From an optimization exercise on the open Yosys and OpenROAD flow, aimed at small area and a short achievable clock period; shortcuts taken in it are not production practice.
Where RTL was checked, it was by simulation tests only, not by an equivalence proof against the original.
For runs 1 to 5, only the layout was checked, not whether the RTL still works.
Power figures rest on the tool's default switching activity, not on a simulated workload.

==> flow/design.v <==
package cpu_pkg;
    localparam logic [5:0] OP_RTYPE = 6'h00;
    localparam logic [5:0] OP_J     = 6'h02;
    localparam logic [5:0] OP_BEQ   = 6'h04;
    localparam logic [5:0] OP_ADDIU = 6'h09;
    localparam logic [5:0] OP_ORI   = 6'h0D;
    localparam logic [5:0] OP_LW    = 6'h23;
    localparam logic [5:0] OP_SW    = 6'h2B;
    localparam logic [5:0] FN_ADD   = 6'h20;
    localparam logic [5:0] FN_SUB   = 6'h22;
    localparam logic [5:0] FN_SUBU  = 6'h23;
    localparam logic [5:0] FN_SLT   = 6'h2A;
    localparam logic [5:0] FN_SLTU  = 6'h2B;
    localparam logic [1:0] FLT_OK       = 2'd0;
    localparam logic [1:0] FLT_MISALIGN = 2'd1;
    localparam logic [1:0] FLT_RANGE    = 2'd2;
    localparam logic [31:0] NOP_WORD = 32'h0000_0000;
endpackage
module imem_ram #(
    parameter int DEPTH = 64,
    parameter int AW    = $clog2(DEPTH)
) (
    input  logic             clk,
    input  logic [DEPTH-1:0] we,
    input  logic [31:0]      wdata,
    input  logic [AW-1:0]    raddr,
    output logic [31:0]      rdata
);
    logic [31:0] mem_r [DEPTH];
    for (genvar i = 0; i < DEPTH; i++) begin : g_word
        always_ff @(posedge clk) begin
            if (we[i]) begin
                mem_r[i] <= wdata;
            end
        end
    end
    assign rdata = mem_r[raddr];
endmodule
module instr_fetch_mem #(
    parameter int DEPTH = 64,
    parameter int AW    = $clog2(DEPTH)
) (
    input  logic              IF_clk,
    input  logic              rst,
    input  logic              ld_en,
    input  logic [AW-1:0]     ld_addr,
    input  logic [31:0]       ld_data,
    output logic              ld_busy,
    input  logic              req_valid,
    output logic              req_ready,
    input  logic [31:0]       pc,
    output logic              rsp_valid,
    input  logic              rsp_ready,
    output logic [5:0]        ins_Opcode,
    output logic [4:0]        ins_rs,
    output logic [4:0]        ins_rt,
    output logic [4:0]        ins_rd,
    output logic [5:0]        ins_func,
    output logic [25:0]       ins_imm,
    output logic [1:0]        rsp_fault
);
    logic             busy_r;
    logic [AW-1:0]    clr_cnt_r;
    logic             rsp_valid_r;
    logic [1:0]       rsp_fault_r;
    logic [31:0]      word_r;
    logic             req_ready_s;
    logic             hs_s;
    logic             misalign_s;
    logic             range_s;
    logic [DEPTH-1:0] ram_we_s;
    logic [31:0]      ram_wdata_s;
    logic [31:0]      ram_rdata_s;
    always_ff @(posedge IF_clk) begin
        if (rst) begin
            busy_r    <= 1'b1;
            clr_cnt_r <= {AW{1'b0}};
        end else if (busy_r) begin
            clr_cnt_r <= clr_cnt_r + {{(AW-1){1'b0}}, 1'b1};
            if (clr_cnt_r == AW'(DEPTH - 1)) begin
                busy_r <= 1'b0;
            end
        end
    end
    assign req_ready_s = !busy_r && !ld_en && (!rsp_valid_r || rsp_ready);
    assign hs_s        = req_valid && req_ready_s;
    assign misalign_s  = (pc[1:0] != 2'b00);
    assign range_s     = (pc[31:AW+2] != '0);
    for (genvar i = 0; i < DEPTH; i++) begin : g_we
        assign ram_we_s[i] = busy_r || (ld_en && (ld_addr == AW'(i)));
    end
    assign ram_wdata_s = busy_r ? cpu_pkg::NOP_WORD : ld_data;
    imem_ram #(
        .DEPTH (DEPTH),
        .AW    (AW)
    ) u_ram (
        .clk   (IF_clk),
        .we    (ram_we_s),
        .wdata (ram_wdata_s),
        .raddr (pc[AW+1:2]),
        .rdata (ram_rdata_s)
    );
    always_ff @(posedge IF_clk) begin
        if (rst) begin
            rsp_valid_r <= 1'b0;
            rsp_fault_r <= cpu_pkg::FLT_OK;
            word_r      <= cpu_pkg::NOP_WORD;
        end else if (hs_s) begin
            rsp_valid_r <= 1'b1;
            if (misalign_s) begin
                rsp_fault_r <= cpu_pkg::FLT_MISALIGN;
                word_r      <= cpu_pkg::NOP_WORD;
            end else if (range_s) begin
                rsp_fault_r <= cpu_pkg::FLT_RANGE;
                word_r      <= cpu_pkg::NOP_WORD;
            end else begin
                rsp_fault_r <= cpu_pkg::FLT_OK;
                word_r      <= ram_rdata_s;
            end
        end else if (rsp_ready) begin
            rsp_valid_r <= 1'b0;
        end
    end
    assign ld_busy    = busy_r;
    assign req_ready  = req_ready_s;
    assign rsp_valid  = rsp_valid_r;
    assign rsp_fault  = rsp_fault_r;
    assign ins_Opcode = word_r[31:26];
    assign ins_rs     = word_r[25:21];
    assign ins_rt     = word_r[20:16];
    assign ins_rd     = word_r[15:11];
    assign ins_func   = word_r[5:0];
    assign ins_imm    = word_r[25:0];
endmodule
==> flow/run.sh <==
#!/bin/bash
# synth_recipe.tcl (not shown) runs the flow's synth.tcl, then flattens the netlist and writes it again
# the make line also repeats each setting of config.mk as NAME=value (left out here)
make -C /OpenROAD-flow-scripts/flow DESIGN_CONFIG=/design/flow/config.mk WORK_HOME=/design/flow/orfs CLKGATE_MAP_FILE= SYNTH_SCRIPT=/design/flow/synth_recipe.tcl finish
==> flow/config.mk <==
export PLATFORM = sky130hd
export DESIGN_NAME = instr_fetch_mem
export DESIGN_NICKNAME = instr_fetch_mem
export VERILOG_FILES = /design/flow/design.v
export SDC_FILE = /design/flow/constraint.sdc
export NUM_CORES = 4
export LEC_CHECK = 0
export CAP_MARGIN = 20
export CORE_MARGIN = 2
export CORE_UTILIZATION = 55
export SETUP_SLACK_MARGIN = 2.0
export SLEW_MARGIN = 20
==> flow/constraint.sdc <==
create_clock -name core_clock -period 5.0 [get_ports {IF_clk}]
set_input_delay 1.0000 -clock core_clock [delete_from_list [all_inputs] [get_ports {IF_clk}]]
set_output_delay 1.0000 -clock core_clock [all_outputs]
set_load 0.01 [all_outputs]
==> reports/metrics.yaml, run 1 <==
run_status:
  status: "finished clean"
grt:
  grt_pass1_wl_um: 453000
  grt_util_all_layers: 0.493
  grt_pass1_vias: 47700
  grt_overflow_total: 0
  antenna_found_initial: 26
  grt_max_degree: 65
min_path:
  hp-class: "register to register"
  hp-start: "rsp_fault_r[1]$_SDFFE_PP0P_"
synth:
  mappedNetlistNets: 4301
  synth_top_flop_cell: "edfxtp_1"
  yosys.area.top_type: "edfxtp_1"
  yosysUniqueCellTypes: 73
  netlist_area_um2: 77100
  synth_seq_area_share: 0.809
  synth-seq-cells: 2090
  synth_edf_count: 2048
  ys_warn_count: 3
  ys_async_sr_fraction: 0
  synthTopCellsByArea: "edfxtp_1 (80%), a22oi_1 (6.2%), a221oi_1 (1.5%)"
  synthCells: 4225
  postSynthAreaPerCell_um2: 18.2
  synth_top_area_share: 0.798
placement:
  dpl_cell_area_um2: 83800
  hpwl_um: 207000
  placed_cells: 6325
  gp_congestion: 0.991
  io_buffers: 132
clocking:
  cts_sinks: 2090
  htree_num_levels: 4
  cts_tree: "yes"
  clk_latency_ns: 0.86
  path_clk_slew_ns: 0.06
  numCtsBuffers: 203
  clockBufferDepth: 3
  cts-root-buf: "clkbuf_16"
  ctsHoldBuffers: 0
cells_and_area:
  fin_cells: 6782
  final_cell_mix: "edfxtp_1 (2048), a22oi_1 (632), buf_4 (318)"
  final_common_cell: "edfxtp_1"
  drive_above_1_share: 0.196
  synthToLayoutAreaGrowth_pct: 18.6
  fin_area_um2: 91400
  fin_nets: 4786
  nFillCells: 9538
floorplan:
  ios: 133
  die_h_um: 378
  core_um2: 139000
  initial_core_util: 0.553
  die_area_um2: 143000
  rows: 137
  die_x_um: 378
flow_run:
  max_cap_viol_count: 0
sta:
  slew_violations: 0
  final.setup.tns_ns: 0
  rsz0062_at_grt: "yes"
  fin_skew_ns: 0.0377
  hold_viol: 0
  min_period_over_period: 0.653
  setup_violations: 0
  min_period_ns: 3.26
  fmax_mhz: 306
  hold-worst-slack_ns: 0.448
  relSlewSlack: 0.109
  worstMarginPinSlew_ns: 1.32
setup_path:
  required_ns: 5.74
  rr_startpoint: "busy_r$_SDFF_PP1_"
  crit_fanout: 28
  cp-end-kind: "register"
  critical_path.startpoint: "pc[7]"
  crit_path_start_kind: "input port"
  criticalPathCategory: "input port to register"
  arrival_ns: 4.01
power:
  peakVddDrop_mv: 0.322
  leakagePower_nw: 35.6
  power_density_nw_per_um2: 383
  p_total_mw: 35.0
detailed_routing:
  vias_per_cell: 7.94
  drt_iter0_drc: 13700
  via_count: 53800
  post-route-drc-count: 0
  drt_wl_total_um: 354000
  first_pass_iters: 8
  route.antenna.remaining_nets: 0
  wl_per_cell_um: 52.2
layout make-up:
class	count	area, um^2	area share
clock buffers	284	5700	0.0624
repair buffers	550	5660	0.0619
diodes	19	47.5	0.000520
well taps	1876	2350	0.0257
multi-input cells	1865	14400	0.157
flip-flops and latches	2090	62400	0.682
clock inverters	98	931	0.0102
flip-flops by register name (all words and copies together) (netlist names):
name and count:
busy_r 1, clr_cnt_r 6, rsp_fault_r 2, rsp_valid_r 1, u_ram.mem_r 2048, word_r 32
per-layer routing:
layer	global-route usage	routed length, um
met4	0.334	30000
met3	0.195	66600
met1	0.651	113000
met5	0	172
met2	0.673	144000
metrics by stage:
stage	utilization	setup slack [ns]
after CTS	0.653	1.88
after global placement	0.600	0.399
after global routing	0.655	1.80
after detailed placement	0.601	0.417
after floorplan	-	1.37
final	0.656	1.74
cells by family (layout without fill, tap and decap cells):
group	after synthesis	in the layout	synth area share
AND/OR/NAND/NOR	631	631	0.0476
multiplexers	80	80	0.0107
XOR/XNOR	4	4	0.000455
flip-flops	2090	2090	0.809
AO/OA/AOI/OAI	1149	1149	0.113
buffers and inverters	270	932	0.0189
other	0	19	0
adder cells (fa/ha/maj)	1	1	0.000162
where the power goes:
| group | switching (mW) | internal (mW) | leakage [nW] | total (mW) |
|---|---|---|---|---|
| clock | 6.67 | 8.81 | 3.27 | 15.5 |
| combinational | 0.427 | 0.158 | 6.70 | 0.584 |
| sequential | 0.00211 | 18.9 | 25.6 | 18.9 |
cell usage after synthesis, types with 13 or more instances:
cell / count
nand3_1: 81
nor2_1: 67
a21oi_1: 88
a221oi_1: 135
o21ai_0: 39
a22o_1: 111
dfxtp_1: 42
a222oi_1: 13
edfxtp_1: 2048
nand2_1: 78
nor3_1: 65
nor4_1: 61
a21o_1: 45
buf_4: 53
a22oi_1: 633
o21bai_1: 20
buf_2: 130
nor2b_1: 39
nand4_1: 143
clkbuf_1: 71
mux2_2: 18
mux2i_1: 62
worst paths after layout:
path | to | slack (ns) | depth (start not counted)
max | word_r[22]$_SDFFE_PP0P_ | 1.74 | 9
max reg2reg | word_r[24]$_SDFFE_PP0P_ | 2.26 | 10
min reg2reg | rsp_fault_r[1]$_SDFFE_PP0P_ | 0.45 | 2
min | rsp_fault_r[1]$_SDFFE_PP0P_ | 0.45 | 2
critical path, stage by stage:
cell	delay, ns
buf_2	0.17
buf_6	0.26
buf_4	0.26
and2_1	0.16
nand2_1	0.60
o21ai_0	0.26
a221oi_1	0.73
nand4_1	0.20
o31a_1	0.32
timing repair:
action,in CTS,in global routing
endpoints found under the setup margin,84,72
hold endpoints to repair,0,0
setup buffers,35,16
resized for setup,42,21
pin swaps,11,4
gates cloned,0,1
==> run 2, diff against run 1 <==
--- a/flow/design.v
+++ b/flow/design.v
@@ -63,2 +63,6 @@
     logic [AW-1:0]    clr_cnt_r;
+    logic             run_r;
+    logic             rdy_r;
+    logic             busy_nxt_s;
+    logic             rsp_valid_nxt_s;
     logic             rsp_valid_r;
@@ -73,5 +77,5 @@
     logic [31:0]      ram_rdata_s;
+    assign busy_nxt_s = rst || (busy_r && (clr_cnt_r != AW'(DEPTH - 1)));
     always_ff @(posedge IF_clk) begin
         if (rst) begin
-            busy_r    <= 1'b1;
             clr_cnt_r <= {AW{1'b0}};
@@ -79,8 +83,10 @@
             clr_cnt_r <= clr_cnt_r + {{(AW-1){1'b0}}, 1'b1};
-            if (clr_cnt_r == AW'(DEPTH - 1)) begin
-                busy_r <= 1'b0;
-            end
         end
     end
-    assign req_ready_s = !busy_r && !ld_en && (!rsp_valid_r || rsp_ready);
+    always_ff @(posedge IF_clk) begin
+        busy_r <= busy_nxt_s;
+        run_r  <= !busy_nxt_s;
+        rdy_r  <= !busy_nxt_s && !rsp_valid_nxt_s;
+    end
+    assign req_ready_s = !ld_en && (rdy_r || (run_r && rsp_ready));
     assign hs_s        = req_valid && req_ready_s;
@@ -102,5 +108,8 @@
     );
+    assign rsp_valid_nxt_s = !rst && (hs_s || (rsp_valid_r && !rsp_ready));
+    always_ff @(posedge IF_clk) begin
+        rsp_valid_r <= rsp_valid_nxt_s;
+    end
     always_ff @(posedge IF_clk) begin
         if (rst) begin
-            rsp_valid_r <= 1'b0;
             rsp_fault_r <= cpu_pkg::FLT_OK;
@@ -108,3 +117,2 @@
         end else if (hs_s) begin
-            rsp_valid_r <= 1'b1;
             if (misalign_s) begin
@@ -119,7 +127,5 @@
             end
-        end else if (rsp_ready) begin
-            rsp_valid_r <= 1'b0;
         end
     end
-    assign ld_busy    = busy_r;
+    assign ld_busy    = !run_r;
     assign req_ready  = req_ready_s;
--- a/flow/config.mk
+++ b/flow/config.mk
@@ -10,3 +10,4 @@
 export CORE_UTILIZATION = 55
-export SETUP_SLACK_MARGIN = 2.0
+export CTS_BUF_LIST = sky130_fd_sc_hd__clkbuf_8
+export SETUP_SLACK_MARGIN = 2.5
 export SLEW_MARGIN = 20
==> run 2 against run 1 <==
Clock skew is 0.030 ns higher. Critical path depth is 6 lower. Maximum frequency is 21% higher. Critical endpoint is now req_ready.
==> reports/metrics.yaml, run 2 <==
setup_path:
  cp-end-kind: "primary output"
  crit_cells: 3  # -6
  rr_worst_depth: 3  # -7
  crit_path_start_kind: "register"
  cp_top_family: "flip-flops"
  crit_path_top_delay_cell: "dfxtp_2"
  required_ns: 4.00  # -1.74 ns
  arrival_ns: 1.70  # -2.31 ns
  criticalPathCategory: "register to primary output"
  path_buf_inv: 1  # -2
  crit_fanout: 2  # -93%
  crit_path_max_incr_delay_ns: 0.32  # -0.41 ns
  crit_chain: "a21oi_2 > nor2_4 > buf_6"
synth:
  yosysUniqueCellTypes: 72  # -1.4%
  synth_common_cells: "edfxtp_1 (2048), a22oi_1 (620), nand4_1 (143)"
  synth.most_common_cell: "edfxtp_1"
  synth_edf_count: 2048  # unchanged
  synth_top_area_share: 0.801  # +0.00297
  ys_warn_count: 3  # unchanged
  ys_async_sr_fraction: 0  # unchanged
  mappedNetlistNets: 4280  # -0.49%
  netlist_area_um2: 76800  # -0.37%
  yosys.area.top_type: "edfxtp_1"
  synth-seq-cells: 2092  # +0.096%
  synth_top_flop_cell: "edfxtp_1"
  postSynthAreaPerCell_um2: 18.3  # +0.13%
  synthTopCellsByArea: "edfxtp_1 (80%), a22oi_1 (6.1%), a22o_1 (1.5%)"
  synthCells: 4204  # -0.50%
  synth_seq_area_share: 0.813  # +0.00353
detailed_routing:
  via_count: 54800  # +1.8%
  top_layer: "met5"
  post-route-drc-count: 0  # unchanged
  wl_per_cell_um: 49.8  # -4.7%
  detailroute.wirelength.met2_um: 146000  # +1.4%
  dr_wl_met3_um: 66900  # +0.46%
  vias_per_cell: 7.72  # -2.8%
  first_pass_iters: 8  # unchanged
  route.antenna.remaining_nets: 0  # unchanged
  wl_met1_um: 113000  # -0.35%
  drt_wl_total_um: 353000  # -0.19%
  drt_iter0_drc: 12800  # -6.4%
cells_and_area:
  synthToLayoutAreaGrowth_pct: 21.7
  final_cell_mix: "edfxtp_1 (2048), a22oi_1 (592), clkbuf_8 (369)"
  final_common_cell: "edfxtp_1"
  fin_cells: 7101  # +4.7%
  final_util: 0.672  # +0.0165
  largest-register: "u_ram.mem_r"
  fin_nets: 5027  # +5.0%
  largest_reg_flops: 2048  # unchanged
  drive_above_1_share: 0.261  # +0.0656
  top_regs: "u_ram.mem_r: 2048 flops, word_r: 32 flops, clr_cnt_r: 6 flops"
  nFillCells: 9347  # -2.0%
placement:
  io_buffers: 132  # unchanged
  gp_congestion: 0.948  # -4.3%
  placed_cells: 6279  # -0.73%
  hpwl_um: 197000  # -4.7%
flow_run:
  max_cap_viol_count: 0  # unchanged
floorplan:
  die_h_um: 378  # -0.18%
  initial_core_util: 0.552  # -0.000689
  core_um2: 139000  # -0.25%
  die_area_um2: 143000  # -0.36%
  die_x_um: 378  # -0.18%
  rows: 137  # unchanged
  ios: 133  # unchanged
power:
  power_density_nw_per_um2: 357  # -6.8%
  p_total_mw: 33.3  # -4.7%
  peakVddDrop_mv: 0.306  # -5.0%
  leakagePower_nw: 37.4  # +5.0%
sta:
  worstMarginPinSlew_ns: 1.21  # -0.113 ns
  slew_violations: 0  # unchanged
  rsz0062_at_grt: "yes"
  hold_viol: 0  # unchanged
  hold-worst-slack_ns: 0.453  # +0.00473 ns
  min_period_over_period: 0.541  # -0.112
  relSlewSlack: 0.186  # +0.0761
  fin_skew_ns: 0.0672  # +0.0296 ns
  fmax_mhz: 370  # +21%
  min_period_ns: 2.70  # -0.560 ns
  final.setup.tns_ns: 0  # unchanged
  setup_violations: 0  # unchanged
clocking:
  htree_num_levels: 5  # +1
  cts_tree: "yes"
  path_clk_slew_ns: 0.06  # about the same
  numCtsBuffers: 345  # +70%
  clk_latency_ns: 1.06  # +0.20 ns
  clockBufferDepth: 4  # +1
  cts_sinks: 2092  # +0.096%
  cts-root-buf: "clkbuf_8"
grt:
  grt_util_all_layers: 0.487  # -0.00549
  grt_max_degree: 65  # unchanged
  grt_pass1_vias: 48600  # +1.9%
  grt_pass1_wl_um: 448000  # -1.0%
  grt_overflow_total: 0  # unchanged
  antenna_found_initial: 16  # -38%
run_status:
  status: "finished clean"
min_path:
  hold_depth: 3  # +1
  hp-class: "input port to register"
[run 2: changes by cell type in the layout (fill, tap and decap cells not counted), sizes merged, moves of 34 or more]
cell           previous run  this run
clkbuf                  287       371
buf                     422       587
clkdlybuf4s50           124        66
inv                       3       128
nand3                    81        47
nand2                    80       114
[run 2: cell type report]
class                      instances  area (um^2)  area share
antenna                           19         47.5    0.000509
clock buffer                     369         5080      0.0543
clock inverter                   233         1010      0.0108
inverter                           2         7.51   0.0000803
multi-input combinational       1849        15000       0.161
sequential                      2092        62500       0.669
tap                             1876         2350      0.0251
timing repair buffer             661         7460      0.0798
[run 2: logic make-up after synthesis]
| group | count (synthesis) | synth area share |
|---|---|---|
| simple gates | 632 | 0.0465 |
| compound gates | 1148 | 0.114 |
| mux | 57 | 0.00771 |
| flops | 2092 | 0.813 |
| fa+ha+maj | 1 | 0.000163 |
| buf+inv | 270 | 0.0182 |
| xor+xnor | 4 | 0.000456 |
[run 2: timing repair]
| action | in CTS | in global routing |
|---|---|---|
| cloned | 7 | 6 |
| hold buffers | 0 | 0 |
| gates resized for setup | 454 | 119 |
| setup endpoints to repair | 1087 | 618 |
| buffers inserted | 126 | 58 |
| pin swaps | 37 | 36 |
[run 2: power by group]
group	switching (mW)	internal [mW]	leakage [nW]	total (mW)
Combinational	0.427	0.217	8.12	0.644
Clock	6.86	6.91	3.57	13.8
Sequential	0.00210	18.9	25.7	18.9
[run 2: routing by layer]
| layer | GRT usage | up-vias |
|---|---|---|
| li1 | - | 19300 |
| met1 | 0.634 | 27200 |
| met2 | 0.678 | 6782 |
| met3 | 0.202 | 1535 |
| met4 | 0.309 | 20 |
| met5 | 0.00446 | - |
[run 2: through the flow]
| step | setup slack (ns) | cell area (um^2) |
|---|---|---|
| after floorplan | 2.23 | 77900 |
| after global placement | 0.552 | 83700 |
| after detailed placement | 0.622 | 83900 |
| after CTS | 2.25 | 92100 |
| after global routing | 2.26 | 93400 |
| final | 2.30 | 93500 |
[run 2: path summary, 6_finish.rpt]
path                      startpoint                           to  slack (ns)
max                    run_r$_DFF_P_                    req_ready        2.30
min                        rsp_ready          rsp_valid_r$_DFF_P_        0.45
max reg2reg           busy_r$_DFF_P_  u_ram.mem_r[5][3]$_DFFE_PP_        2.36
min reg2reg  word_r[31]$_SDFFE_PP0P_      word_r[31]$_SDFFE_PP0P_        0.46
[run 2: worst register-to-register path: cells and delay by family (launching register included)]
kind	cells	cell delay, ns
buffers and inverters	2	1.06
AND/OR/NAND/NOR	1	0.74
flip-flops	1	0.54
==> run 3, diff against run 2 <==
--- a/flow/config.mk
+++ b/flow/config.mk
@@ -11,3 +11,4 @@
 export CTS_BUF_LIST = sky130_fd_sc_hd__clkbuf_8
-export SETUP_SLACK_MARGIN = 2.5
+export SETUP_SLACK_MARGIN = 2.6
 export SLEW_MARGIN = 20
+export TNS_END_PERCENT = 0
==> run 3 against run 2 <==
Sequential cell count is the same. First-iteration DRC count grew 0.61%. Still clean. Design area shrank 2.7%. Critical path depth grew 1. Global-route usage shrank 0.18 points. Total power shrank 0.27%. Via count shrank 2.7%.
==> reports/metrics.yaml, run 3 <==
synth:
  synth_common_cells: "edfxtp_1 (2048), a22oi_1 (620), nand4_1 (143)"
  synthCells: 4204  # unchanged
  synth_top_flop_cell: "edfxtp_1"
  ys_warn_count: 3  # unchanged
  yosys.area.top_type: "edfxtp_1"
  postSynthAreaPerCell_um2: 18.3  # unchanged
  yosysUniqueCellTypes: 72  # unchanged
  mappedNetlistNets: 4280  # unchanged
  synth.most_common_cell: "edfxtp_1"
  synthTopCellsByArea: "edfxtp_1 (80%), a22oi_1 (6.1%), a22o_1 (1.5%)"
  synth-seq-cells: 2092  # unchanged
  synth_edf_count: 2048  # unchanged
  synth_top_area_share: 0.801  # unchanged
  netlist_area_um2: 76800  # unchanged
  synth_seq_area_share: 0.813  # unchanged
  ys_async_sr_fraction: 0  # unchanged
sta:
  fmax_mhz: 344  # -7.1%
  min_period_ns: 2.91  # +0.206 ns
  slew_violations: 0  # unchanged
  setup_violations: 0  # unchanged
  fin_skew_ns: 0.0718  # +0.00459 ns
  min_period_over_period: 0.582  # +0.0413
  hold_viol: 0  # unchanged
  rsz0062_at_grt: "yes"
  final.setup.tns_ns: 0  # unchanged
  worstMarginPinSlew_ns: 1.26  # +0.0493 ns
  fin_ws_ns: 2.09  # -0.206 ns
  relSlewSlack: 0.160  # -0.0254
floorplan:
  core_um2: 139000  # unchanged
  initial_core_util: 0.552  # unchanged
  die_x_um: 378  # unchanged
  rows: 137  # unchanged
  ios: 133  # unchanged
  die_area_um2: 143000  # unchanged
  die_h_um: 378  # unchanged
clocking:
  clk_latency_ns: 1.05  # about the same
  ctsHoldBuffers: 0  # unchanged
  htree_num_levels: 5  # unchanged
  cts_tree: "yes"
  cts_sinks: 2092  # unchanged
  clockBufferDepth: 4  # unchanged
  numCtsBuffers: 343  # -0.58%
  cts-root-buf: "clkbuf_8"
  path_clk_slew_ns: 0.06  # about the same
power:
  p_clk_frac: 0.414  # about the same
  seqPwrFrac: 0.570  # +0.002
  leakagePower_nw: 36.4  # -2.6%
  power_density_nw_per_um2: 366  # +2.5%
  p_switching_mw: 7.15  # -1.9%
  pwr-share-comb: 0.016  # -0.003
  switching_share: 0.215  # -0.00364
  peakVddDrop_mv: 0.247  # -19%
  p_int_mw: 26.1  # +0.20%
run_status:
  status: "finished clean"
detailed_routing:
  vias_per_cell: 7.66  # -0.69%
  drt_wl_total_um: 348000  # -1.5%
  first_pass_iters: 7  # -1
  wl_per_cell_um: 50.0  # +0.54%
  drt_iter0_drc: 12900  # +0.61%
  via_count: 53300  # -2.7%
  route.antenna.remaining_nets: 0  # unchanged
  post-route-drc-count: 0  # unchanged
grt:
  grt_overflow_total: 0  # unchanged
  grt_pass1_wl_um: 447000  # -0.24%
  grt_pass1_vias: 48400  # -0.41%
  grt_max_degree: 73  # +12%
  antenna_found_initial: 17  # +1
  grt_util_all_layers: 0.485  # -0.00184
cells_and_area:
  largest-register: "u_ram.mem_r"
  drive_above_1_share: 0.217  # -0.0443
  largest_reg_flops: 2048  # unchanged
  synthToLayoutAreaGrowth_pct: 18.5
  fin_cells: 6954  # -2.1%
  top_regs: "u_ram.mem_r: 2048 flops, word_r: 32 flops, clr_cnt_r: 6 flops"
  final_common_cell: "edfxtp_1"
  fin_nets: 4908  # -2.4%
  final_cell_mix: "edfxtp_1 (2048), a22oi_1 (619), clkbuf_8 (370)"
  nFillCells: 9582  # +2.5%
placement:
  pre_cts_slack_ns: 0.697  # +0.0756 ns
  hpwl_um: 200000  # +1.3%
  placed_cells: 6281  # +0.032%
  gp_congestion: 0.964  # +1.6%
  io_buffers: 132  # unchanged
setup_path:
  crit_path_start_kind: "input port"
  arrival_ns: 3.54  # +1.84 ns
  criticalPathCategory: "input port to register"
  cp-end-kind: "register"
  required_ns: 5.63  # +1.63 ns
  crit_fanout: 14  # +12
min_path:
  hp-class: "input port to register"
flow_run:
  max_cap_viol_count: 0  # unchanged
[run 3: cell counts after synthesis]
No cell type changed its count.
[run 3: path summary, 6_finish.rpt]
check / start / to / slack, ns / depth (start not counted)
max reg2reg: run_r$_DFF_P_ / word_r[31]$_SDFFE_PP0P_ / 2.41 / 9
max: ld_addr[1] / u_ram.mem_r[0][25]$_DFFE_PP_ / 2.09 / 4
min reg2reg: word_r[24]$_SDFFE_PP0P_ / word_r[24]$_SDFFE_PP0P_ / 0.48 / 2
min: rsp_ready / rsp_valid_r$_DFF_P_ / 0.44 / 3
[run 3: timing repair]
action / in CTS / in global routing
setup endpoints to repair: 1981 / 2616
pin swaps: 19 / 10
gates resized for setup: 173 / 21
setup buffers: 62 / 17
[run 3: critical path: stages]
cell,delay (ns)
clkdlybuf4s50_1,0.59
nor4_2,0.79
a21o_2,0.59
buf_4,0.49
[run 3: cell type report]
type / instances / area [um^2] / area share
Antenna cell: 11 / 27.5 / 0.000303
Clock buffer: 370 / 5090 / 0.0560
Clock inverter: 210 / 971 / 0.0107
Inverter: 2 / 7.51 / 0.0000825
Multi-Input combinational cell: 1842 / 14200 / 0.156
Sequential cell: 2092 / 62400 / 0.686
Tap cell: 1876 / 2350 / 0.0258
Timing Repair Buffer: 551 / 5900 / 0.0649
[run 3: cells by family (layout without fill, tap and decap cells)]
| logic type | count (synthesis) | in the layout | synth area share |
|---|---|---|---|
| fa+ha+maj | 1 | 1 | 0.000163 |
| other cells | 0 | 11 | 0 |
| xor+xnor | 4 | 4 | 0.000456 |
| flops | 2092 | 2092 | 0.813 |
| compound gates | 1148 | 1148 | 0.114 |
| buf+inv | 270 | 1133 | 0.0182 |
| simple gates | 632 | 632 | 0.0465 |
| mux | 57 | 57 | 0.00771 |
[run 3: power by group through the flow]
stage	sequential [mW]	clock, mW	combinational (mW)
finish	18.9	13.8	0.545
global route	18.9	14.4	0.529
CTS	18.9	13.6	0.504
detailed placement	19.3	0	0.473
global placement	19.3	0	0.469
floorplan	19.3	0	0.167
[run 3: stage by stage]
stage / utilization / cell area [um^2] / hold slack [ns] / power (mW)
floorplan: - / 76800 / 0.459 / 19.5
global placement: 0.601 / 83500 / 0.471 / 19.8
detailed placement: 0.602 / 83700 / 0.480 / 19.8
CTS: 0.652 / 90600 / 0.391 / 33.1
global route: 0.654 / 91000 / 0.464 / 33.8
finish: 0.654 / 91000 / 0.444 / 33.3
[run 3: per-layer routing]
metal  track usage  part of all wire  routed length, um
met5             0           0.00020                 71
met4         0.340             0.087              30400
met3         0.181              0.18              62100
met2         0.678              0.41             144000
met1         0.630              0.32             111000
==> run 4, diff against run 3 <==
--- a/flow/config.mk
+++ b/flow/config.mk
@@ -10,3 +10,2 @@
 export CORE_UTILIZATION = 55
-export CTS_BUF_LIST = sky130_fd_sc_hd__clkbuf_8
 export SETUP_SLACK_MARGIN = 2.6
==> run 4 against run 3 <==
Register-to-register slack got worse by 0.06 ns. Die area stayed put. Clock power grew 13%. Synthesized cell count is the same. Sequential cell count did not move. Clock skew is 0.025 ns lower. Critical path type unchanged. Largest cell class unchanged. Highest routed layer unchanged.
==> reports/metrics.yaml, run 4 <==
run_status:
  status: "finished clean"
setup_path:
  rr_startpoint: "busy_r$_DFF_P_"
  cp_top_family: "simple AND/OR/NAND/NOR gates"
  rrSetupSlack_ns: 2.35  # -0.06 ns
  worst_path_most_repeated_cell: "buf_4"
  cp-end-kind: "register"
  crit_path_max_incr_delay_ns: 0.51  # -0.28 ns
  crit_path_start_kind: "input port"
  rr_endpoint: "u_ram.mem_r[12][7]$_DFFE_PP_"
  required_ns: 5.78  # +0.15 ns
  criticalPathCategory: "input port to register"
  crit_chain: "buf_4 > nand4bb_2 > buf_4 > nor2_4 > buf_4 > a22oi_1 > nand4_1 > nor4_4 > o211ai_1"
  crit_fanout: 10  # -4
  crit_path_top_delay_cell: "nand4bb_2"
  arrival_ns: 3.70  # +0.16 ns
  path_buf_inv: 3  # +1
  rr_worst_depth: 3  # -6
power:
  p_switching_mw: 7.14  # about the same
  power_density_nw_per_um2: 381  # +4.1%
  p_total_mw: 35.1  # +5.7%
  p_int_mw: 28.0  # +7.3%
  leakagePower_nw: 37.1  # +2.0%
  peakVddDrop_mv: 0.334  # +36%
  seqPwrFrac: 0.539  # -0.031
  switching_share: 0.203  # -0.0117
  p_clk_frac: 0.445  # +0.031
  pwr-share-comb: 0.016  # about the same
synth:
  synth_mux_area_frac: 0.00771  # unchanged
  synth_common_cells: "edfxtp_1 (2048), a22oi_1 (620), nand4_1 (143)"
  mappedNetlistNets: 4280  # unchanged
  synth-seq-cells: 2092  # unchanged
  yosys.area_share.xor_xnor: 0.000456  # unchanged
  yosys.area.top_type: "edfxtp_1"
  synth_seq_area_share: 0.813  # unchanged
  synthTopCellsByArea: "edfxtp_1 (80%), a22oi_1 (6.1%), a22o_1 (1.5%)"
  synth_top_flop_cell: "edfxtp_1"
  synth_top_family_by_area: "compound AO/OA/AOI/OAI gates"
  synthCells: 4204  # unchanged
  synth_top_area_share: 0.801  # unchanged
  yosysUniqueCellTypes: 72  # unchanged
  synth_edf_count: 2048  # unchanged
  ys_warn_count: 3  # unchanged
  synth_adder_area_share: 0.000163  # unchanged
  netlist_area_um2: 76800  # unchanged
  synth.most_common_cell: "edfxtp_1"
  postSynthAreaPerCell_um2: 18.3  # unchanged
  synthSimpleGateAreaFrac: 0.0465  # unchanged
  synth_compound_gate_area_share: 0.114  # unchanged
  ys_async_sr_fraction: 0  # unchanged
grt:
  grt_util_all_layers: 0.484  # -0.00114
  grt_pass1_wl_um: 445000  # -0.46%
  antenna_found_initial: 19  # +2
  grt_overflow_total: 0  # unchanged
  grt_max_degree: 73  # unchanged
  grt_pass1_vias: 47100  # -2.7%
sta:
  slew_violations: 0  # unchanged
  worstMarginPinSlew_ns: 1.20  # -0.0554 ns
  relSlewSlack: 0.191  # +0.0307
  final.setup.tns_ns: 0  # unchanged
  setup_violations: 0  # unchanged
  min_period_over_period: 0.585  # +0.00284
  min_period_ns: 2.92  # +0.0142 ns
  hold_viol: 0  # unchanged
  rsz0062_at_grt: "yes"
  fin_skew_ns: 0.0464  # -0.0254 ns
  fmax_mhz: 342  # -0.49%
floorplan:
  die_x_um: 378  # unchanged
  ios: 133  # unchanged
  die_area_um2: 143000  # unchanged
  core_um2: 139000  # unchanged
  initial_core_util: 0.552  # unchanged
  rows: 137  # unchanged
  die_h_um: 378  # unchanged
clocking:
  cts-root-buf: "clkbuf_16"
  cts_sinks: 2092  # unchanged
  htree_num_levels: 4  # -1
  clk_latency_ns: 0.87  # -0.18 ns
  cts_tree: "yes"
  clockBufferDepth: 3  # -1
  numCtsBuffers: 202  # -41%
  ctsHoldBuffers: 0  # unchanged
  path_clk_slew_ns: 0.06  # about the same
placement:
  io_buffers: 132  # unchanged
  dpl_cell_area_um2: 83700  # unchanged
  placed_cells: 6281  # unchanged
  hpwl_um: 200000  # unchanged
  gp_congestion: 0.964  # unchanged
detailed_routing:
  first_pass_iters: 6  # -1
  wl_met1_um: 111000  # -0.68%
  wl_per_cell_um: 51.3  # +2.5%
  detailroute.wirelength.met2_um: 145000  # +0.72%
  post-route-drc-count: 0  # unchanged
  drt_wl_total_um: 347000  # -0.11%
  via_count: 52800  # -0.99%
  dr_wl_met3_um: 62400  # +0.57%
  drt_iter0_drc: 13100  # +1.2%
  top_layer: "met5"
  route.antenna.remaining_nets: 0  # unchanged
  vias_per_cell: 7.79  # +1.6%
cells_and_area:
  top_regs: "u_ram.mem_r: 2048 flops, word_r: 32 flops, clr_cnt_r: 6 flops"
  nFillCells: 9281  # -3.1%
  fin_cells: 6777  # -2.5%
  final_util: 0.664  # +0.00989
  final_cell_mix: "edfxtp_1 (2048), a22oi_1 (616), buf_4 (302)"
  largest_reg_flops: 2048  # unchanged
  synthToLayoutAreaGrowth_pct: 20.3
  final_common_cell: "edfxtp_1"
  drive_above_1_share: 0.209  # -0.00764
  multiInputGateArea_um2: 14400  # +1.8%
  fin_nets: 4787  # -2.5%
  regArea_um2: 62400  # about the same
  fin_area_um2: 92400  # +1.5%
  largest-register: "u_ram.mem_r"
min_path:
  min_to: "word_r[25]$_SDFFE_PP0P_"
  hp-start: "word_r[25]$_SDFFE_PP0P_"
  hold_depth: 2  # -1
  hp-class: "register to register"
flow_run:
  max_cap_viol_count: 0  # unchanged
==> run 4: changes by cell type in the layout (fill, tap and decap cells not counted), moves of 13 or more <==
cell and change:
a21o_4 +13, dlygate4sd2_1 -27, inv_1 -121, a21o_2 -13, bufinv_16 +17, clkinv_2 +16, clkinv_1 -14, dlymetal6s2s_1 +49
clkbuf_16 +204, buf_6 +14, clkbuf_1 +38, clkbuf_8 -350
==> run 4: final cells by class <==
| cell class | instances | area share |
|---|---|---|
| clock buffers | 261 | 0.0595 |
| clock inverters | 121 | 0.0133 |
| inverters | 2 | 0.0000813 |
| multi-input cells | 1842 | 0.156 |
| repair buffers | 571 | 0.0690 |
| well taps | 1876 | 0.0254 |
| diodes | 12 | 0.000325 |
| flip-flops and latches | 2092 | 0.676 |
==> run 4: kinds of logic after synthesis <==
kind of cell / after synthesis
AOI/OAI and AO/OA: 1148
adders and majority gates: 1
buffers and inverters: 270
DFF: 2092
muxes: 57
xor gates and xnor gates: 4
and+or+nand+nor: 632
==> run 4: worst max-delay path by stage <==
stage	start	end	slack (ns)	cells past startpoint
CTS	pc[6]	word_r[18]$_SDFFE_PP0P_	2.12	10
global placement	pc[7]	word_r[5]$_SDFFE_PP0P_	0.55	9
finish	pc[6]	word_r[12]$_SDFFE_PP0P_	2.08	9
global route	ld_addr[3]	u_ram.mem_r[41][15]$_DFFE_PP_	2.18	5
floorplan	ld_data[16]	u_ram.mem_r[0][16]$_DFFE_PP_	1.89	1
detailed placement	pc[3]	word_r[5]$_SDFFE_PP0P_	0.70	10
==> run 4: metal layers <==
metal | vias up | GRT usage
li1 | 18700 | -
met1 | 26200 | 0.630
met2 | 6378 | 0.677
met3 | 1421 | 0.183
met4 | 10 | 0.330
met5 | - | 0
==> run 4: stage by stage <==
stage	hold slack, ns	worst slack (ns)
2_1_floorplan	0.459	1.89
3_3_place_gp	0.471	0.546
3_5_place_dp	0.480	0.697
4_1_cts	0.492	2.12
5_1_grt	0.503	2.18
6_report	0.490	2.08
==> run 4: worst register-to-register path: cells and delay by family (launching register included) <==
family	cells	cell delay [ns]
AND/OR/NAND/NOR	1	0.86
flip-flops	1	0.54
buffers and inverters	2	1.00
==> run 4: timing repair <==
item | in CTS | in global routing
endpoints found under the setup margin | 2315 | 3340
pin swaps | 20 | 23
buffers inserted | 67 | 32
cloned | 0 | 1
resized for setup | 75 | 134
==> run 4: power by group through the flow <==
stage	combinational, mW	clock (mW)	sequential [mW]
finish	0.560	15.6	18.9
global placement	0.469	0	19.3
floorplan	0.167	0	19.3
global route	0.544	16.2	18.9
CTS	0.505	15.5	18.9
detailed placement	0.473	0	19.3
==> run 5, diff against run 4 <==
==> flow/flow/run.sh (new file) <==
#!/bin/bash
set -e
cp standard.sh standard_sh.copy.log
cat >> config.mk <<'EOC'
export BUFFER_PORTS_ARGS = -buffer_cell sky130_fd_sc_hd__buf_4
EOC
cp config.mk config_mk.copy.log
bash standard.sh > run_standard.log 2>&1
==> flow/standard.sh (new file) <==
#!/bin/bash
# synth_recipe.tcl (not shown) runs the flow's synth.tcl, then flattens the netlist and writes it again
# the make line also repeats each setting of config.mk as NAME=value (left out here)
make -C /OpenROAD-flow-scripts/flow DESIGN_CONFIG=/design/flow/config.mk WORK_HOME=/design/flow/orfs CLKGATE_MAP_FILE= SYNTH_SCRIPT=/design/flow/synth_recipe.tcl "${@:-finish}"
--- a/flow/config.mk
+++ b/flow/config.mk
@@ -13 +13,2 @@
 export TNS_END_PERCENT = 0
+export BUFFER_PORTS_ARGS = -buffer_cell sky130_fd_sc_hd__buf_4
removed: flow/run.sh
==> run 5 against run 4 <==
Die area did not move. Combinational power up 2%. Sequential share of layout area increased by 0.73 points. Critical path depth fell by 2. Sequential cell count did not move. Cell count up 0.44%. Largest power group unchanged.
==> reports/metrics.yaml, run 5 <==
run_status:
  status: "finished clean"
power:
  peakVddDrop_mv: 0.310  # -7.4%
  p_total_mw: 34.5  # -1.8%
  power_density_nw_per_um2: 378  # -0.67%
  leakagePower_nw: 36.1  # -2.7%
sta:
  worstMarginPinSlew_ns: 1.33  # +0.123 ns
  rsz0062_at_grt: "yes"
  final.setup.tns_ns: 0  # unchanged
  min_period_over_period: 0.577  # -0.00761
  min_period_ns: 2.89  # -0.0380 ns
  fmax_mhz: 347  # +1.3%
  fin_skew_ns: 0.0402  # -0.00621 ns
  setup_violations: 0  # unchanged
  relSlewSlack: 0.106  # -0.0853
  slew_violations: 0  # unchanged
  hold_viol: 0  # unchanged
synth:
  synthTopCellsByArea: "edfxtp_1 (80%), a22oi_1 (6.1%), a22o_1 (1.5%)"
  synth-seq-cells: 2092  # unchanged
  synth_edf_count: 2048  # unchanged
  yosysUniqueCellTypes: 72  # unchanged
  synth_top_flop_cell: "edfxtp_1"
  ys_warn_count: 3  # unchanged
  mappedNetlistNets: 4280  # unchanged
  synthCells: 4204  # unchanged
  ys_async_sr_fraction: 0  # unchanged
  yosys.area.top_type: "edfxtp_1"
  synth_seq_area_share: 0.813  # unchanged
  synth.most_common_cell: "edfxtp_1"
  postSynthAreaPerCell_um2: 18.3  # unchanged
  synth_common_cells: "edfxtp_1 (2048), a22oi_1 (620), nand4_1 (143)"
  netlist_area_um2: 76800  # unchanged
  synth_top_area_share: 0.801  # unchanged
floorplan:
  initial_core_util: 0.552  # unchanged
  die_area_um2: 143000  # unchanged
  ios: 133  # unchanged
  die_h_um: 378  # unchanged
  core_um2: 139000  # unchanged
  rows: 137  # unchanged
  die_x_um: 378  # unchanged
cells_and_area:
  fin_nets: 4815  # +0.58%
  largest-register: "u_ram.mem_r"
  largest_reg_flops: 2048  # unchanged
  synthToLayoutAreaGrowth_pct: 19.0
  final_common_cell: "edfxtp_1"
  final_cell_mix: "edfxtp_1 (2048), a22oi_1 (617), buf_4 (494)"
  top_regs: "u_ram.mem_r: 2048 flops, word_r: 32 flops, clr_cnt_r: 6 flops"
  drive_above_1_share: 0.230  # +0.0208
setup_path:
  crit_path_top_delay_cell: "o21ai_0"
  cp-end-kind: "register"
  crit_path_max_incr_delay_ns: 1.07  # +0.56 ns
  crit_path_start_kind: "input port"
  crit_chain: "buf_12 > nor2_2 > a22oi_1 > o21ai_0 > nor3_1 > and4_1 > o21ai_1"
  rr_worst_depth: 3  # unchanged
  arrival_ns: 3.66  # -0.04 ns
  criticalPathCategory: "input port to register"
  crit_fanout: 32  # +22
  required_ns: 5.78  # about the same
grt:
  grt_overflow_total: 0  # unchanged
  grt_max_degree: 65  # -11%
  grt_util_all_layers: 0.482  # -0.00267
  grt_pass1_wl_um: 444000  # -0.35%
  antenna_found_initial: 22  # +3
  grt_pass1_vias: 47600  # +1.2%
clocking:
  cts-root-buf: "clkbuf_16"
  clk_latency_ns: 0.86  # about the same
  htree_num_levels: 4  # unchanged
  cts_sinks: 2092  # unchanged
  numCtsBuffers: 202  # unchanged
  path_clk_slew_ns: 0.06  # about the same
  cts_tree: "yes"
  clockBufferDepth: 3  # unchanged
detailed_routing:
  wl_per_cell_um: 50.9  # -0.70%
  route.antenna.remaining_nets: 0  # unchanged
  vias_per_cell: 7.83  # +0.61%
  drt_iter0_drc: 12800  # -2.4%
  via_count: 53300  # +1.1%
  first_pass_iters: 12  # +6
  post-route-drc-count: 0  # unchanged
  drt_wl_total_um: 347000  # -0.26%
placement:
  io_buffers: 132  # unchanged
  gp_congestion: 0.942  # -2.2%
  hpwl_um: 199000  # -0.52%
flow_run:
  max_cap_viol_count: 0  # unchanged
min_path:
  hold_depth: 2  # unchanged
  hp-class: "input port to register"
-- run 5: cell counts after synthesis --
Identical to the previous run, type by type.
-- run 5: power by group --
group          switching (mW)  total (mW)  leakage, nW  internal, mW
registers             0.00206        18.9         25.6          18.9
logic                   0.400       0.573         7.35         0.173
clock network            6.74        15.0         3.12          8.26
total                    7.15        34.5         36.1          27.4
-- run 5: per-layer routing --
layer	wire (um)	track usage	vias up
li1	-	-	18800
met1	111000	0.626	26500
met2	143000	0.669	6436
met3	62200	0.187	1567
met4	30600	0.331	18
met5	116	0	-
-- run 5: final cells by class --
type                            instances  area, um^2
Clock inverter                         84         816
Inverter                                2        7.51
Fill cell                            9474       47700
Antenna cell                           20        50.0
Tap cell                             1876        2350
Clock buffer                          292        5590
Timing Repair Buffer                  598        5750
Multi-Input combinational cell       1843       14400
Sequential cell                      2092       62400
-- run 5: cell families (layout without fill, tap and decap cells) --
kind of cell / Yosys count / count (layout) / synth area share
and+or+nand+nor: 632 / 633 / 0.0465
other: 0 / 20 / 0
DFF: 2092 / 2092 / 0.813
adders and majority gates: 1 / 1 / 0.000163
buffers and inverters: 270 / 976 / 0.0182
AOI/OAI and AO/OA: 1148 / 1148 / 0.114
muxes: 57 / 57 / 0.00771
xor gates and xnor gates: 4 / 4 / 0.000456
-- run 5: worst paths after layout --
path	start	end	slack [ns]
setup reg to reg	busy_r$_DFF_P_	u_ram.mem_r[46][25]$_DFFE_PP_	2.43
hold / removal	rst	clr_cnt_r[5]$_SDFFE_PP0P_	0.46
setup / recovery	pc[7]	word_r[19]$_SDFFE_PP0P_	2.11
hold reg to reg	word_r[0]$_SDFFE_PP0P_	word_r[0]$_SDFFE_PP0P_	0.49
-- run 5: per-stage QoR --
step           cell area, um^2  instances  setup WS, ns   util  hold slack, ns
5_1_grt                  91300       6787          2.28  0.657           0.473
2_1_floorplan            76800       4204          1.89      -           0.459
3_5_place_dp             82900       6285         0.502  0.597           0.484
4_1_cts                  90700       6765          2.28  0.652           0.443
3_3_place_gp             82800       6279         0.553  0.596           0.470
6_report                 91300       6807          2.11  0.657           0.461
-- run 5: what timing repair did --
action | 4_1_cts | 5_1_grt
endpoints found under the setup margin | 1197 | 807
setup buffers | 103 | 16
pin swaps | 33 | 12
cloned | 1 | 4
gates resized for setup | 54 | 59
hold buffers | 0 | 0
-- run 5: worst max-delay path: cells and delay by family --
kind / cells / cell delay (ns)
AOI/OAI and AO/OA: 3 / 1.44
and+or+nand+nor: 3 / 1.00
buffers and inverters: 1 / 0.16
==> run 6, diff against run 5 <==
--- a/flow/design.v
+++ b/flow/design.v
@@ -62,2 +62,4 @@
     logic             busy_r;
+    logic             busy_we_r;
+    logic             busy_wd_r;
     logic [AW-1:0]    clr_cnt_r;
@@ -90,2 +92,6 @@
     end
+    always_ff @(posedge IF_clk) begin
+        busy_we_r <= rst || (busy_we_r && (clr_cnt_r != AW'(DEPTH - 1)));
+        busy_wd_r <= rst || (busy_wd_r && (clr_cnt_r != AW'(DEPTH - 1)));
+    end
     assign req_ready_s = !ld_en && (rdy_r || (run_r && rsp_ready));
@@ -95,5 +101,5 @@
     for (genvar i = 0; i < DEPTH; i++) begin : g_we
-        assign ram_we_s[i] = busy_r || (ld_en && (ld_addr == AW'(i)));
+        assign ram_we_s[i] = busy_we_r || (ld_en && (ld_addr == AW'(i)));
     end
-    assign ram_wdata_s = busy_r ? cpu_pkg::NOP_WORD : ld_data;
+    assign ram_wdata_s = busy_wd_r ? cpu_pkg::NOP_WORD : ld_data;
     imem_ram #(
--- a/flow/config.mk
+++ b/flow/config.mk
@@ -10,5 +10,4 @@
 export CORE_UTILIZATION = 55
-export SETUP_SLACK_MARGIN = 2.6
+export SETUP_SLACK_MARGIN = 2.5
 export SLEW_MARGIN = 20
-export TNS_END_PERCENT = 0
 export BUFFER_PORTS_ARGS = -buffer_cell sky130_fd_sc_hd__buf_4
==> run 6 against run 5 <==
Maximum frequency rose by 7.3%. Design area fell by 0.12%. Sequential cell count increased by 2. Clock skew fell by 0.0021 ns. Die area decreased by 0.28%. Largest cell class unchanged. Via count is 4.6% lower. Clock power about the same. Utilization rose by 0.49 points. Area after synthesis is 0.28% lower.
==> reports/metrics.yaml, run 6 <==
run_status:
  status: "finished clean"
detailed_routing:
  drt_wl_total_um: 321000  # -7.4%
  route.antenna.remaining_nets: 0  # unchanged
  vias_per_cell: 7.56  # -3.5%
  via_count: 50900  # -4.6%
  first_pass_iters: 6  # -6
  drt_iter0_drc: 11200  # -12%
  wl_per_cell_um: 47.7  # -6.3%
  post-route-drc-count: 0  # unchanged
grt:
  grt_pass1_vias: 46700  # -2.0%
  grt_overflow_total: 0  # unchanged
  grt_pass1_wl_um: 417000  # -6.0%
  antenna_found_initial: 15  # -32%
  grt_max_degree: 65  # unchanged
  grt_util_all_layers: 0.448  # -0.0335
synth:
  ys_async_sr_fraction: 0  # unchanged
  synth_seq_area_share: 0.815  # +0.00283
  synth_common_cells: "edfxtp_1 (2048), a22oi_1 (715), nand4_1 (129)"
  synthCells: 4214  # +0.24%
  mappedNetlistNets: 4290  # +0.23%
  postSynthAreaPerCell_um2: 18.2  # -0.52%
  synth_top_area_share: 0.803  # +0.00228
  synth-seq-cells: 2094  # +0.096%
  netlist_area_um2: 76600  # -0.28%
  yosysUniqueCellTypes: 74  # +2.8%
  yosys.area.top_type: "edfxtp_1"
  synthTopCellsByArea: "edfxtp_1 (80%), a22oi_1 (7.0%), dfxtp_1 (1.2%)"
  synth_top_flop_cell: "edfxtp_1"
  synth_edf_count: 2048  # unchanged
  synth.most_common_cell: "edfxtp_1"
  ys_warn_count: 3  # unchanged
cells_and_area:
  largest_reg_flops: 2048  # unchanged
  largest-register: "u_ram.mem_r"
  final_cell_mix: "edfxtp_1 (2048), a22oi_1 (706), buf_4 (488)"
  drive_above_1_share: 0.232  # +0.00161
  fin_cells: 6726  # -1.2%
  top_regs: "u_ram.mem_r: 2048 flops, word_r: 32 flops, clr_cnt_r: 6 flops"
  synthToLayoutAreaGrowth_pct: 19.2
  final_common_cell: "edfxtp_1"
  fin_nets: 4821  # +0.12%
floorplan:
  die_h_um: 377  # -0.14%
  core_um2: 138000  # -0.85%
  initial_core_util: 0.555  # +0.00317
  die_x_um: 377  # -0.14%
  ios: 133  # unchanged
  die_area_um2: 142000  # -0.28%
  rows: 136  # -0.73%
min_path:
  hold_depth: 2  # unchanged
  hp-class: "input port to register"
setup_path:
  rr_worst_depth: 2  # -1
  crit_chain: "buf_16 > nand2b_4 > buf_12 > nor3_4 > buf_8 > buf_4 > a22oi_1 > nand3_1 > nor2_1 > and4_1 > o21ai_1"
  crit_path_start_kind: "input port"
  crit_path_top_delay_cell: "nor3_4"
  cp-end-kind: "register"
  arrival_ns: 3.45  # -0.21 ns
  crit_path_max_incr_delay_ns: 0.76  # -0.31 ns
  crit_fanout: 14  # -56%
  criticalPathCategory: "input port to register"
  required_ns: 5.76  # -0.02 ns
sta:
  fin_skew_ns: 0.0380  # -0.00212 ns
  slew_violations: 0  # unchanged
  min_period_ns: 2.69  # -0.196 ns
  hold_viol: 0  # unchanged
  fmax_mhz: 372  # +7.3%
  setup_violations: 0  # unchanged
  final.setup.tns_ns: 0  # unchanged
  min_period_over_period: 0.538  # -0.0392
  relSlewSlack: 0.200  # +0.0945
  worstMarginPinSlew_ns: 1.20  # -0.128 ns
  rsz0062_at_grt: "yes"
power:
  switching_share: 0.204  # -0.00291
  p_total_mw: 34.4  # -0.45%
  leakagePower_nw: 36.0  # -0.27%
  p_switching_mw: 7.01  # -1.9%
  p_int_mw: 27.4  # about the same
  p_clk_frac: 0.432  # -0.003
  power_density_nw_per_um2: 377  # -0.34%
  pwr-share-comb: 0.016  # about the same
  seqPwrFrac: 0.552  # +0.003
  peakVddDrop_mv: 0.300  # -2.9%
clocking:
  clockBufferDepth: 3  # unchanged
  numCtsBuffers: 204  # +0.99%
  htree_num_levels: 4  # unchanged
  cts_tree: "yes"
  cts-root-buf: "clkbuf_16"
  ctsHoldBuffers: 0  # unchanged
  cts_sinks: 2094  # +0.096%
  clk_latency_ns: 0.87  # about the same
  path_clk_slew_ns: 0.06  # about the same
placement:
  gp_congestion: 0.899  # -4.6%
  io_buffers: 132  # unchanged
  placed_cells: 6169  # -1.8%
  hpwl_um: 183000  # -8.0%
flow_run:
  max_cap_viol_count: 0  # unchanged
==> run 6: changes by cell type in the layout (fill, tap and decap cells not counted), sizes merged, moves of 15 or more <==
cell	change
a221oi	-28
a22o	-33
a22oi	+94
a32oi	-16
buf	-15
mux2i	-16
nor2	+21
nor3	-28
==> run 6: cells by family after synthesis <==
group | count (synthesis) | synth area share
DFF | 2094 | 0.815
AOI/OAI and AO/OA | 1191 | 0.118
and+or+nand+nor | 633 | 0.0451
buffers and inverters | 263 | 0.0172
muxes | 28 | 0.00373
xor gates and xnor gates | 4 | 0.000458
adders and majority gates | 1 | 0.000163
==> run 6: area by class of cell <==
class	count	area, um^2
clock buffer	294	5650
sequential	2094	62500
fill	9308	46600
inverter	2	7.51
clock inverter	87	697
antenna	12	30.0
timing repair buffer	584	5560
tap	1794	2240
multi-input combinational	1859	14600
==> run 6: critical path, delay by kind of cell <==
family	cells	cell delay (ns)
AOI/OAI and AO/OA	2	0.24
and+or+nand+nor	5	1.36
buffers and inverters	4	0.80
==> run 6: power groups by stage <==
| stage | clock [mW] | sequential (mW) | combinational (mW) |
|---|---|---|---|
| final | 14.8 | 19.0 | 0.567 |
| after floorplan | 0 | 19.3 | 0.184 |
| after global placement | 0 | 19.3 | 0.427 |
| after CTS | 14.8 | 19.0 | 0.511 |
| after detailed placement | 0 | 19.3 | 0.429 |
| after global routing | 15.4 | 18.9 | 0.554 |
==> run 6: timing repair <==
item                       in CTS  in global routing
hold endpoints to repair        0                  0
buffers inserted              120                 34
gates resized for setup       121                 53
gates cloned                    8                  1
pin swaps                      43                 28
setup endpoints to repair     362                247
==> run 6: path summary, 6_finish.rpt <==
kind	startpoint	endpoint	slack [ns]
max	pc[4]	word_r[14]$_SDFFE_PP0P_	2.31
min	rst	clr_cnt_r[0]$_SDFFE_PP0P_	0.47
max reg2reg	busy_we_r$_DFF_P_	u_ram.mem_r[10][11]$_DFFE_PP_	2.45
min reg2reg	clr_cnt_r[5]$_SDFFE_PP0P_	clr_cnt_r[5]$_SDFFE_PP0P_	0.50
==> run 6: metal layers <==
metal,track usage,vias to the layer above,routed length [um]
li1,-,18800,-
met1,0.599,25500,106000
met2,0.643,5367,137000
met3,0.142,1194,53400
met4,0.277,22,24500
met5,0,-,220
==> run 6: through the flow <==
step	util	cell area [um^2]	setup WS [ns]	hold slack, ns
2_1_floorplan	-	77400	2.18	0.459
3_3_place_gp	0.596	82100	0.211	0.470
3_5_place_dp	0.597	82200	0.636	0.471
4_1_cts	0.657	90500	2.33	0.461
5_1_grt	0.662	91200	2.40	0.482
6_report	0.662	91200	2.31	0.474
==> run 7, diff against run 6 <==
--- a/flow/flow/run.sh
+++ b/flow/flow/run.sh
@@ -5,2 +5,3 @@
 export BUFFER_PORTS_ARGS = -buffer_cell sky130_fd_sc_hd__buf_4
+export CTS_ARGS = -sink_clustering_enable -repair_clock_nets -dont_use_dummy_load -sink_clustering_size 24 -sink_clustering_max_diameter 100
 EOC
--- a/flow/config.mk
+++ b/flow/config.mk
@@ -10,4 +10,5 @@
 export CORE_UTILIZATION = 55
-export SETUP_SLACK_MARGIN = 2.5
+export SETUP_SLACK_MARGIN = 2.7
 export SLEW_MARGIN = 20
 export BUFFER_PORTS_ARGS = -buffer_cell sky130_fd_sc_hd__buf_4
+export CTS_ARGS = -sink_clustering_enable -repair_clock_nets -dont_use_dummy_load -sink_clustering_size 24 -sink_clustering_max_diameter 100
==> run 7 against run 6 <==
Still clean on timing, DRC and antenna. Area after synthesis did not move. Maximum frequency is 0.67% lower. Critical path depth decreased by 7. Global-route usage is 1.5 points higher. Worst hold slack better by 0.0014 ns. Register-to-register slack got worse by 0.12 ns. Total power down 17%. Setup slack got worse by 0.018 ns. Sequential cell count did not move. Critical endpoint is now u_ram.mem_r[56][26]$_DFFE_PP_.
==> reports/metrics.yaml, run 7 <==
sta:
  relSlewSlack: 0.218  # +0.0178
  setup_violations: 0  # unchanged
  fin_skew_ns: 0.0542  # +0.0162 ns
  slew_violations: 0  # unchanged
  hold_viol: 0  # unchanged
  rsz0062_at_grt: "yes"
  final.setup.tns_ns: 0  # unchanged
  min_period_ns: 2.71  # +0.0182 ns
  fmax_mhz: 369  # -0.67%
  fin_ws_ns: 2.29  # -0.0182 ns
  min_period_over_period: 0.542  # +0.00365
  worstMarginPinSlew_ns: 1.17  # -0.0267 ns
run_status:
  status: "finished clean"
synth:
  synth.most_common_cell: "edfxtp_1"
  synthSimpleGateAreaFrac: 0.0451  # unchanged
  netlist_area_um2: 76600  # unchanged
  mappedNetlistNets: 4290  # unchanged
  yosys.area.top_type: "edfxtp_1"
  ys_warn_count: 3  # unchanged
  synth_top_flop_cell: "edfxtp_1"
  synthCells: 4214  # unchanged
  synth_common_cells: "edfxtp_1 (2048), a22oi_1 (715), nand4_1 (129)"
  postSynthAreaPerCell_um2: 18.2  # unchanged
  synth-seq-cells: 2094  # unchanged
  synth_mux_area_frac: 0.00373  # unchanged
  ys_async_sr_fraction: 0  # unchanged
  synth_top_area_share: 0.803  # unchanged
  yosys.area_share.xor_xnor: 0.000458  # unchanged
  synth_seq_area_share: 0.815  # unchanged
  synth_top_family_by_area: "compound AO/OA/AOI/OAI gates"
  synthTopCellsByArea: "edfxtp_1 (80%), a22oi_1 (7.0%), dfxtp_1 (1.2%)"
  synth_adder_area_share: 0.000163  # unchanged
  synth_edf_count: 2048  # unchanged
  yosysUniqueCellTypes: 74  # unchanged
  synth_compound_gate_area_share: 0.118  # unchanged
detailed_routing:
  vias_per_cell: 7.93  # +4.9%
  first_pass_iters: 7  # +1
  route.antenna.remaining_nets: 0  # unchanged
  wl_per_cell_um: 51.7  # +8.5%
  drt_wl_total_um: 344000  # +7.2%
  drt_iter0_drc: 12300  # +10%
  post-route-drc-count: 0  # unchanged
  via_count: 52700  # +3.7%
floorplan:
  rows: 136  # unchanged
  die_area_um2: 142000  # unchanged
  core_um2: 138000  # unchanged
  ios: 133  # unchanged
  die_h_um: 377  # unchanged
  initial_core_util: 0.555  # unchanged
  die_x_um: 377  # unchanged
power:
  power_density_nw_per_um2: 308  # -18%
  leakagePower_nw: 36.0  # about the same
  peakVddDrop_mv: 0.269  # -11%
cells_and_area:
  largest_reg_flops: 2048  # unchanged
  synthToLayoutAreaGrowth_pct: 20.5
  fin_area_um2: 92200  # +1.1%
  final_util: 0.669  # +0.00743
  regArea_um2: 62500  # about the same
  top_regs: "u_ram.mem_r: 2048 flops, word_r: 32 flops, clr_cnt_r: 6 flops"
  fin_cells: 6649  # -1.1%
  drive_above_1_share: 0.283  # +0.0509
  nFillCells: 9053  # -2.7%
  final_common_cell: "edfxtp_1"
  largest-register: "u_ram.mem_r"
  fin_nets: 4911  # +1.9%
  multiInputGateArea_um2: 16400  # +12%
  final_cell_mix: "edfxtp_1 (2048), a22oi_1 (633), buf_4 (461)"
setup_path:
  crit_fanout: 32  # +18
  cp-end-kind: "register"
  crit_path_start_kind: "input port"
  criticalPathCategory: "input port to register"
  required_ns: 5.35  # -0.41 ns
  arrival_ns: 3.06  # -0.39 ns
grt:
  grt_pass1_vias: 47200  # +1.2%
  antenna_found_initial: 26  # +11
  grt_util_all_layers: 0.463  # +0.0146
  grt_overflow_total: 0  # unchanged
  grt_max_degree: 65  # unchanged
  grt_pass1_wl_um: 430000  # +3.1%
clocking:
  htree_num_levels: 3  # -1
  clk_latency_ns: 0.78  # -0.09 ns
  cts_tree: "yes"
  cts-root-buf: "clkbuf_16"
  clockBufferDepth: 3  # unchanged
  numCtsBuffers: 97  # -52%
  cts_sinks: 2094  # unchanged
  path_clk_slew_ns: 0.09  # +0.03 ns
placement:
  pre_cts_slack_ns: 0.588  # -0.0475 ns
  io_buffers: 132  # unchanged
  hpwl_um: 175000  # -4.2%
  dpl_cell_area_um2: 82100  # -0.14%
  gp_congestion: 0.882  # -1.9%
  placed_cells: 6100  # -1.1%
flow_run:
  max_cap_viol_count: 0  # unchanged
min_path:
  hp-class: "register to register"
==> run 7: cell counts after synthesis <==
No cell type changed its count.
==> run 7: stage by stage <==
stage	hold slack [ns]	power (mW)
finish	0.476	28.4
global route	0.506	28.8
CTS	0.479	28.2
detailed placement	0.467	19.8
global placement	0.463	19.8
floorplan	0.459	19.6
==> run 7: kinds of logic after synthesis <==
logic type / count (synthesis)
AOI/OAI and AO/OA: 1191
xor gates and xnor gates: 4
adders and majority gates: 1
buffers and inverters: 263
DFF: 2094
muxes: 28
and+or+nand+nor: 633
==> run 7: path summary, 6_finish.rpt <==
| path | depth (start not counted) | slack, ns | endpoint | from |
|---|---|---|---|---|
| max | 4 | 2.29 | u_ram.mem_r[56][26]$_DFFE_PP_ | ld_addr[2] |
| min | 2 | 0.48 | word_r[27]$_SDFFE_PP0P_ | word_r[27]$_SDFFE_PP0P_ |
| max reg2reg | 2 | 2.33 | u_ram.mem_r[2][9]$_DFFE_PP_ | busy_we_r$_DFF_P_ |
| min reg2reg | 2 | 0.48 | word_r[27]$_SDFFE_PP0P_ | word_r[27]$_SDFFE_PP0P_ |
==> run 7: timing repair <==
item,in CTS,in global routing
setup buffers,317,53
endpoints found under the setup margin,1438,704
resized for setup,435,159
pin swaps,186,127
hold buffers,0,0
gates cloned,29,30
hold endpoints to repair,0,0
==> run 7: power breakdown <==
part	switching, mW	total (mW)	internal (mW)
registers	0.00198	18.9	18.9
logic	0.464	0.750	0.286
clock network	5.28	8.75	3.47
total	5.75	28.4	22.7
==> run 7: area by class of cell <==
cell class | count | share of cell area
Antenna cell | 22 | 0.000597
Timing Repair Buffer | 750 | 0.0938
Tap cell | 1794 | 0.0243
Multi-Input combinational cell | 1890 | 0.177
Clock buffer | 97 | 0.0263
Sequential cell | 2094 | 0.678
Inverter | 2 | 0.0000814
==> run 7: metal layers <==
metal	GRT usage	up-vias	routed length, um
li1	-	18800	-
met1	0.610	26300	108000
met2	0.650	5946	141000
met3	0.160	1580	62600
met4	0.314	30	32300
met5	0.00343	-	322
==> run 7: worst max-delay path, stage by stage <==
cell      delay, ns
buf_4          0.18
nand2b_4       0.20
nor3_4         0.70
a21o_4         0.85

==> port drivers added, routing unchanged <==
The flow's constraints put no driver on any port. The routed layouts listed below were extracted and timed again, unchanged, in two steps.
Step 1 (the two cells are an assumption about what drives the block):
set clk [get_ports {IF_clk}]
set_driving_cell -lib_cell sky130_fd_sc_hd__clkbuf_16 $clk
set_driving_cell -lib_cell sky130_fd_sc_hd__buf_2 [delete_from_list [all_inputs] $clk]
Step 2, shift: input delay + t, output delay - t, t = (earliest + latest rising clock arrival at the registers) / 2. This alone moves slack from input paths to output paths.
Three values: ideal ports, drivers, drivers and shift; two values: the first two.
| run | t, ns | setup WS [ns] | worst setup path after step 2 | worst register clock-pin slew, ns |
|---|---|---|---|---|
| run 1 | 0.923 | 1.737 / 1.754 / 0.830 | input to register | 0.07 / 0.07 |
| run 2 | 1.126 | 2.297 / 2.210 / 1.233 | input to register | 0.07 / 0.07 |
| run 3 | 1.110 | 2.091 / 2.101 / 0.991 | input to register | 0.07 / 0.07 |
| run 4 | 0.944 | 2.077 / 2.122 / 1.179 | input to register | 0.07 / 0.07 |
| run 5 | 0.919 | 2.115 / 2.144 / 1.225 | input to register | 0.07 / 0.07 |
| run 6 | 0.932 | 2.311 / 2.282 / 1.350 | input to register | 0.07 / 0.07 |
| run 7 | 0.834 | 2.292 / 2.284 / 1.450 | input to register | 0.11 / 0.11 |
After both steps every run listed still meets setup and hold. The setup slack of run 3, which loses most, moves by +0.010 ns with the drivers and by -1.100 ns with both steps.
